Background: an optimization exercise with open tools, aiming at small area and a short achievable clock period. Do not read the settings as production practice.
Only simulation tests tie the RTL to the original design; equivalence was not proved.

// dds_fir_gen
module dds_fir_gen (
   input  logic        aclk_0,
   input  logic        aresetn_0,
   input  logic [31:0] pinc_0,
   output logic [31:0] m_axis_data_tdata_0,
   output logic        M_AXIS_DATA_0_tvalid
);
   logic [15:0]        sd0;
   logic [15:0]        sd_q [1:3];
   logic [15:0]        sd1, sd2, sd3;
   logic [17:0]        vl_q [0:10];
   logic [17:0] v0;
   logic [17:0] v1;
   logic [17:0] v2;
   logic [17:0] v3;
   logic [17:0] v4;
   logic [17:0] v5;
   logic [17:0] v6;
   logic [17:0] v7;
   logic [17:0] v8;
   logic [17:0] v9;
   logic [17:0] v10;
   logic [23:0]        y_q;
   logic [4:0]         cnt_q;
   logic               vld_q;
   logic b_s1;
   logic b_c2;
   logic b_s3;
   logic b_c4;
   logic b_s5;
   logic b_c6;
   logic b_s7;
   logic b_c8;
   logic b_s9;
   logic b_c10;
   logic b_s11;
   logic b_c12;
   logic b_s13;
   logic b_c14;
   logic b_s15;
   logic b_c16;
   logic b_s17;
   logic b_c18;
   logic b_s19;
   logic b_c20;
   logic b_s21;
   logic b_c22;
   logic b_s23;
   logic b_c24;
   logic b_s25;
   logic b_c26;
   logic b_s27;
   logic b_c28;
   logic b_s29;
   logic b_c30;
   logic b_s31;
   logic b_c32;
   logic b_s33;
   logic b_c34;
   logic b_s35;
   logic b_c36;
   logic b_s37;
   logic b_c38;
   logic b_s39;
   logic b_c40;
   logic b_s41;
   logic b_c42;
   logic b_s43;
   logic b_c44;
   logic b_s45;
   logic b_c46;
   logic b_s47;
   logic b_c48;
   logic b_s49;
   logic b_c50;
   logic b_s51;
   logic b_c52;
   logic b_s53;
   logic b_c54;
   logic b_s55;
   logic b_c56;
   logic b_s57;
   logic b_c58;
   logic b_s59;
   logic b_c60;
   logic b_s61;
   logic b_c62;
   logic [17:0] v_d, v_d_a, v_d_b;
   logic f_s1;
   logic f_c2;
   logic f_s3;
   logic f_c4;
   logic f_s5;
   logic f_c6;
   logic f_s7;
   logic f_c8;
   logic f_s9;
   logic f_c10;
   logic f_s11;
   logic f_c12;
   logic f_s13;
   logic f_c14;
   logic f_s15;
   logic f_c16;
   logic f_s17;
  ...
Settings: LEC_CHECK=0, CAP_MARGIN=20, CORE_MARGIN=2, CORE_UTILIZATION=55, CTS_BUF_LIST=sky130_fd_sc_hd__clkbuf_16, CTS_CLUSTER_DIAMETER=70, CTS_CLUSTER_SIZE=25, SETUP_SLACK_MARGIN=5.0, SLEW_MARGIN=20, SYNTH_HIERARCHICAL=1; clock period 8.0 ns.
standard.sh (not shown) runs the stock make flow with config.mk's settings and CLKGATE_MAP_FILE= SYNTH_SCRIPT=/design/flow/synth_recipe.tcl, a recipe that flattens the netlist after the stock synthesis.
==> flow/flow/run.sh <==
#!/bin/bash
set -o pipefail
export BUFFER_PORTS_ARGS="-buffer_cell sky130_fd_sc_hd__buf_2"
export CTS_ARGS="-sink_clustering_enable -repair_clock_nets -sink_clustering_size 25 -sink_clustering_max_diameter 70 -buf_list sky130_fd_sc_hd__clkbuf_16 -dont_use_dummy_load"
bash standard.sh > standard.log 2>&1
==> next run, changes <==
==> flow/run.sh (new file) <==
#!/bin/bash
# synth_recipe.tcl (not shown) runs the flow's synth.tcl, then flattens the netlist and writes it again
# the make line also repeats each setting of config.mk as NAME=value (left out here)
make -C /OpenROAD-flow-scripts/flow DESIGN_CONFIG=/design/flow/config.mk WORK_HOME=/design/flow/orfs CLKGATE_MAP_FILE= SYNTH_SCRIPT=/design/flow/synth_recipe.tcl finish
- CORE_UTILIZATION: 55 -> 48
- SETUP_SLACK_MARGIN: 5.0 -> 4.9
removed: flow/flow/run.sh
removed: flow/standard.sh
Final area rises by a few percent.
Via count shrinks slightly.
Hold slack improves by 25 ps.
Routed wire length came out higher slightly.
Global-route usage fell by 3.0 points.
Fmax is lower slightly.
Die area came out higher by about a fifth.
==> next run, changes <==
- CORE_UTILIZATION: 48 -> 55
- CTS_BUF_LIST: sky130_fd_sc_hd__clkbuf_16 -> sky130_fd_sc_hd__clkbuf_8 sky130_fd_sc_hd__clkbuf_16
- CTS_CLUSTER_DIAMETER: 70 -> 50
- CTS_CLUSTER_SIZE: 25 -> 20
Outcome: The changed run finished with timing, DRC and antenna clean; sequential cell count is unchanged; hold slack loses 14 ps; first-iteration DRC count falls by 3.3%; final area came out higher by 0.87%; setup slack gains 39 ps; routed wire length went down by 2.9%; clock-buffer cell count grows by 11.
==> next run, changes <==
- CORE_UTILIZATION: 55 -> 65
What happened: Critical path depth goes up by 8; synthesized cell count does not change; routed wire length goes up by 26%; die area goes down by 15%; cell count goes down by 2.9%; setup slack loses 130 ps; cell area goes up by 0.40%.
==> next run, changes <==
- CORE_UTILIZATION: 65 -> 55
- CTS_BUF_LIST: sky130_fd_sc_hd__clkbuf_8 sky130_fd_sc_hd__clkbuf_16 -> sky130_fd_sc_hd__clkbuf_4 sky130_fd_sc_hd__clkbuf_8
- CTS_CLUSTER_DIAMETER: 50 -> unset
- CTS_CLUSTER_SIZE: 20 -> 30
Cell area barely changes. Synthesized cell count does not change. Worst setup slack is better by 150 ps. Non-clock buffer count falls by 5. Fmax rises by a few percent.
==> next run, changes <==
- CTS_BUF_LIST: sky130_fd_sc_hd__clkbuf_4 sky130_fd_sc_hd__clkbuf_8 -> sky130_fd_sc_hd__clkbuf_16
- CTS_CLUSTER_DIAMETER: unset -> 70
- CTS_CLUSTER_SIZE: 30 -> 25
Effect:
- The changed run finished clean
- cell area falls by 2.4%
- count of clock-buffer cells in the layout falls by 83
- worst hold slack improved by 19 ps
- non-clock buffer count rises by 2
- area after synthesis is unchanged
- cell count falls by 3.3%
- sequential share of layout area rises by 0.90 points
- wire length falls by 2.1%
- via count falls by 1.9%


Setup of quartz:
Starting RTL as in the previous note.
Design dds_fir_gen, start of the top module:
module dds_fir_gen (
   input  logic        aclk_0,
   input  logic        aresetn_0,
   input  logic [31:0] pinc_0,
   output logic [31:0] m_axis_data_tdata_0,
   output logic        M_AXIS_DATA_0_tvalid
);
   logic [15:0]        sd0;
   logic [15:0]        sd_q [1:3];
   logic [15:0]        sd1, sd2, sd3;
   logic [17:0]        vl_q [0:10];
   logic [17:0] v0;
   logic [17:0] v1;
   logic [17:0] v2;
   logic [17:0] v3;
   logic [17:0] v4;
   logic [17:0] v5;
   logic [17:0] v6;
   logic [17:0] v7;
   logic [17:0] v8;
   logic [17:0] v9;
   logic [17:0] v10;
   logic [23:0]        y_q;
   logic [4:0]         cnt_q;
   logic               vld_q;
   logic b_s1;
   logic b_c2;
   logic b_s3;
   logic b_c4;
   logic b_s5;
   logic b_c6;
   logic b_s7;
   logic b_c8;
   logic b_s9;
   logic b_c10;
   logic b_s11;
   logic b_c12;
   logic b_s13;
   logic b_c14;
   logic b_s15;
   logic b_c16;
   logic b_s17;
   logic b_c18;
   logic b_s19;
   logic b_c20;
   logic b_s21;
   logic b_c22;
   logic b_s23;
   logic b_c24;
   logic b_s25;
   logic b_c26;
   logic b_s27;
   logic b_c28;
   logic b_s29;
   logic b_c30;
   logic b_s31;
   logic b_c32;
   logic b_s33;
   logic b_c34;
   logic b_s35;
   logic b_c36;
   logic b_s37;
   logic b_c38;
   logic b_s39;
   logic b_c40;
   logic b_s41;
   logic b_c42;
   logic b_s43;
   logic b_c44;
   logic b_s45;
   logic b_c46;
   logic b_s47;
  ...
Settings: LEC_CHECK=0, CAP_MARGIN=20, CORE_MARGIN=2, CORE_UTILIZATION=55, CTS_BUF_LIST=sky130_fd_sc_hd__clkbuf_16, CTS_CLUSTER_DIAMETER=70, CTS_CLUSTER_SIZE=25, SETUP_SLACK_MARGIN=4.9, SLEW_MARGIN=20, SYNTH_HIERARCHICAL=1; clock period 8.0 ns.
==> flow/flow/run.sh <==
#!/bin/bash
set -o pipefail
export CTS_ARGS="-sink_clustering_enable -repair_clock_nets -sink_clustering_size 25 -sink_clustering_max_diameter 70 -buf_list sky130_fd_sc_hd__clkbuf_16 -dont_use_dummy_load"
cp standard.sh standard_sh_copy.txt 2>/dev/null
bash standard.sh > standard.log 2>&1
The flow did not stop early for quartz: all stages ran, and the layout cleared the timing, DRC and antenna checks.
> inputs changed (quartz -> nickel)
Settings: SETUP_SLACK_MARGIN changed from 4.9 to 5.0; CTS_CLUSTER_DIAMETER removed (was 70); CTS_BUF_LIST changed from sky130_fd_sc_hd__clkbuf_16 to sky130_fd_sc_hd__clkbuf_4 sky130_fd_sc_hd__clkbuf_8; CTS_CLUSTER_SIZE changed from 25 to 30.
==> flow/run.sh (new file) <==
#!/bin/bash
# synth_recipe.tcl (not shown) runs the flow's synth.tcl, then flattens the netlist and writes it again
# the make line also repeats each setting of config.mk as NAME=value (left out here)
make -C /OpenROAD-flow-scripts/flow DESIGN_CONFIG=/design/flow/config.mk WORK_HOME=/design/flow/orfs CLKGATE_MAP_FILE= SYNTH_SCRIPT=/design/flow/synth_recipe.tcl finish
removed: flow/flow/run.sh
removed: flow/standard.sh
==> notes.md <==
On critical path depth: nickel sits below quartz. Going from quartz to nickel, post-detailed-routing wire length increased about 5.5%, count of multi-input gates essentially unchanged. The end of the critical path comes out u_sine.lo_q[10] in one run and vl_q[0][14] in the other, namely in nickel and quartz respectively. In terms of initial standard-cell utilization of the core, nickel and quartz differ only marginally.


== P ==
Starting RTL as in the previous note.
export LEC_CHECK = 0
export CAP_MARGIN = 5
export CORE_MARGIN = 2
export CORE_UTILIZATION = 55
export CTS_BUF_LIST = sky130_fd_sc_hd__clkbuf_16
export CTS_CLUSTER_DIAMETER = 70
export CTS_CLUSTER_SIZE = 25
export SETUP_SLACK_MARGIN = 4.9
export SLEW_MARGIN = 5
export SYNTH_HIERARCHICAL = 1
create_clock -name core_clock -period 8.0 [get_ports {aclk_0}]
run.sh (not shown) runs the stock make flow with config.mk's settings and CLKGATE_MAP_FILE= SYNTH_SCRIPT=/design/flow/synth_recipe.tcl, a recipe that flattens the netlist after the stock synthesis.
Stock flow here: none of the scripts above is used.
Setup changes, P to Q
# P
export LEC_CHECK = 0
export CAP_MARGIN = 5
export CORE_MARGIN = 2
export CORE_UTILIZATION = 55
export CTS_BUF_LIST = sky130_fd_sc_hd__clkbuf_16
export CTS_CLUSTER_DIAMETER = 70
export CTS_CLUSTER_SIZE = 25
export SETUP_SLACK_MARGIN = 4.9
export SLEW_MARGIN = 5
export SYNTH_HIERARCHICAL = 1
create_clock -name core_clock -period 8.0 [get_ports {aclk_0}]
# Q
export LEC_CHECK = 0
export CAP_MARGIN = 20
export CORE_MARGIN = 2
export CORE_UTILIZATION = 55
export CTS_BUF_LIST = sky130_fd_sc_hd__clkbuf_16
export CTS_CLUSTER_DIAMETER = 70
export CTS_CLUSTER_SIZE = 25
export SETUP_SLACK_MARGIN = 5.0
export SLEW_MARGIN = 20
export SYNTH_HIERARCHICAL = 1
create_clock -name core_clock -period 8.0 [get_ports {aclk_0}]
==> flow/flow/run.sh (new file) <==
#!/bin/bash
set -o pipefail
export BUFFER_PORTS_ARGS="-buffer_cell sky130_fd_sc_hd__buf_2"
bash standard.sh > standard.log 2>&1
==> flow/standard.sh (new file) <==
#!/bin/bash
# synth_recipe.tcl (not shown) runs the flow's synth.tcl, then flattens the netlist and writes it again
# the make line also repeats each setting of config.mk as NAME=value (left out here)
make -C /OpenROAD-flow-scripts/flow DESIGN_CONFIG=/design/flow/config.mk WORK_HOME=/design/flow/orfs CLKGATE_MAP_FILE= SYNTH_SCRIPT=/design/flow/synth_recipe.tcl "${@:-finish}"
removed: flow/run.sh
The run showing the greater setup slack is Q.
[compare] base=P new=Q: largest net degree at the start of global routing ~0 delta, end-of-flow core utilization +0.19 points, effective utilization at floorplan ~0 delta.

static timing again, ports no longer ideal:
No port has a modelled driver above. Below, the same layouts with a new extraction and two added sets of constraints.
Step 1 assumes that a clkbuf_16 drives the clock port and a buf_2 every other input.
Step 2 times the ports against the registers' clock, not the clock port: input delays grow and output delays shrink by t, the midpoint of the rising clock arrivals with the driver on.
a / b / c = ideal ports / drivers / drivers and shift; a / b = the first two.
| run | t, ns | setup slack, ns | pins driven straight from the clock port |
|---|---|---|---|
| the first run of note 1 | 0.620 | 4.971 / 4.971 / 4.596 | 1 |
| the second run of note 1 | 0.657 | 4.919 / 4.919 / 4.343 | 1 |
| the third run of note 1 | 0.618 | 4.957 / 4.903 / 4.409 | 1 |
| the fourth run of note 1 | 0.635 | 4.831 / 4.831 / 4.388 | 1 |
| the fifth run of note 1 | 0.701 | 4.981 / 4.960 / 4.299 | 1 |
| the sixth run of note 1 | 0.647 | 4.944 / 4.891 / 4.344 | 1 |
| quartz | 0.613 | 4.903 / 4.882 / 4.389 | 1 |
| nickel | 0.674 | 5.011 / 5.020 / 4.355 | 1 |
| P | 0.647 | 4.944 / 4.891 / 4.344 | 1 |
| Q | 0.662 | 5.014 / 5.014 / 4.572 | 1 |
After both steps every run listed still meets setup and hold. For the fifth run of note 1, which loses most, drivers alone change the setup slack by -0.021 ns; drivers and shift together by -0.682 ns.
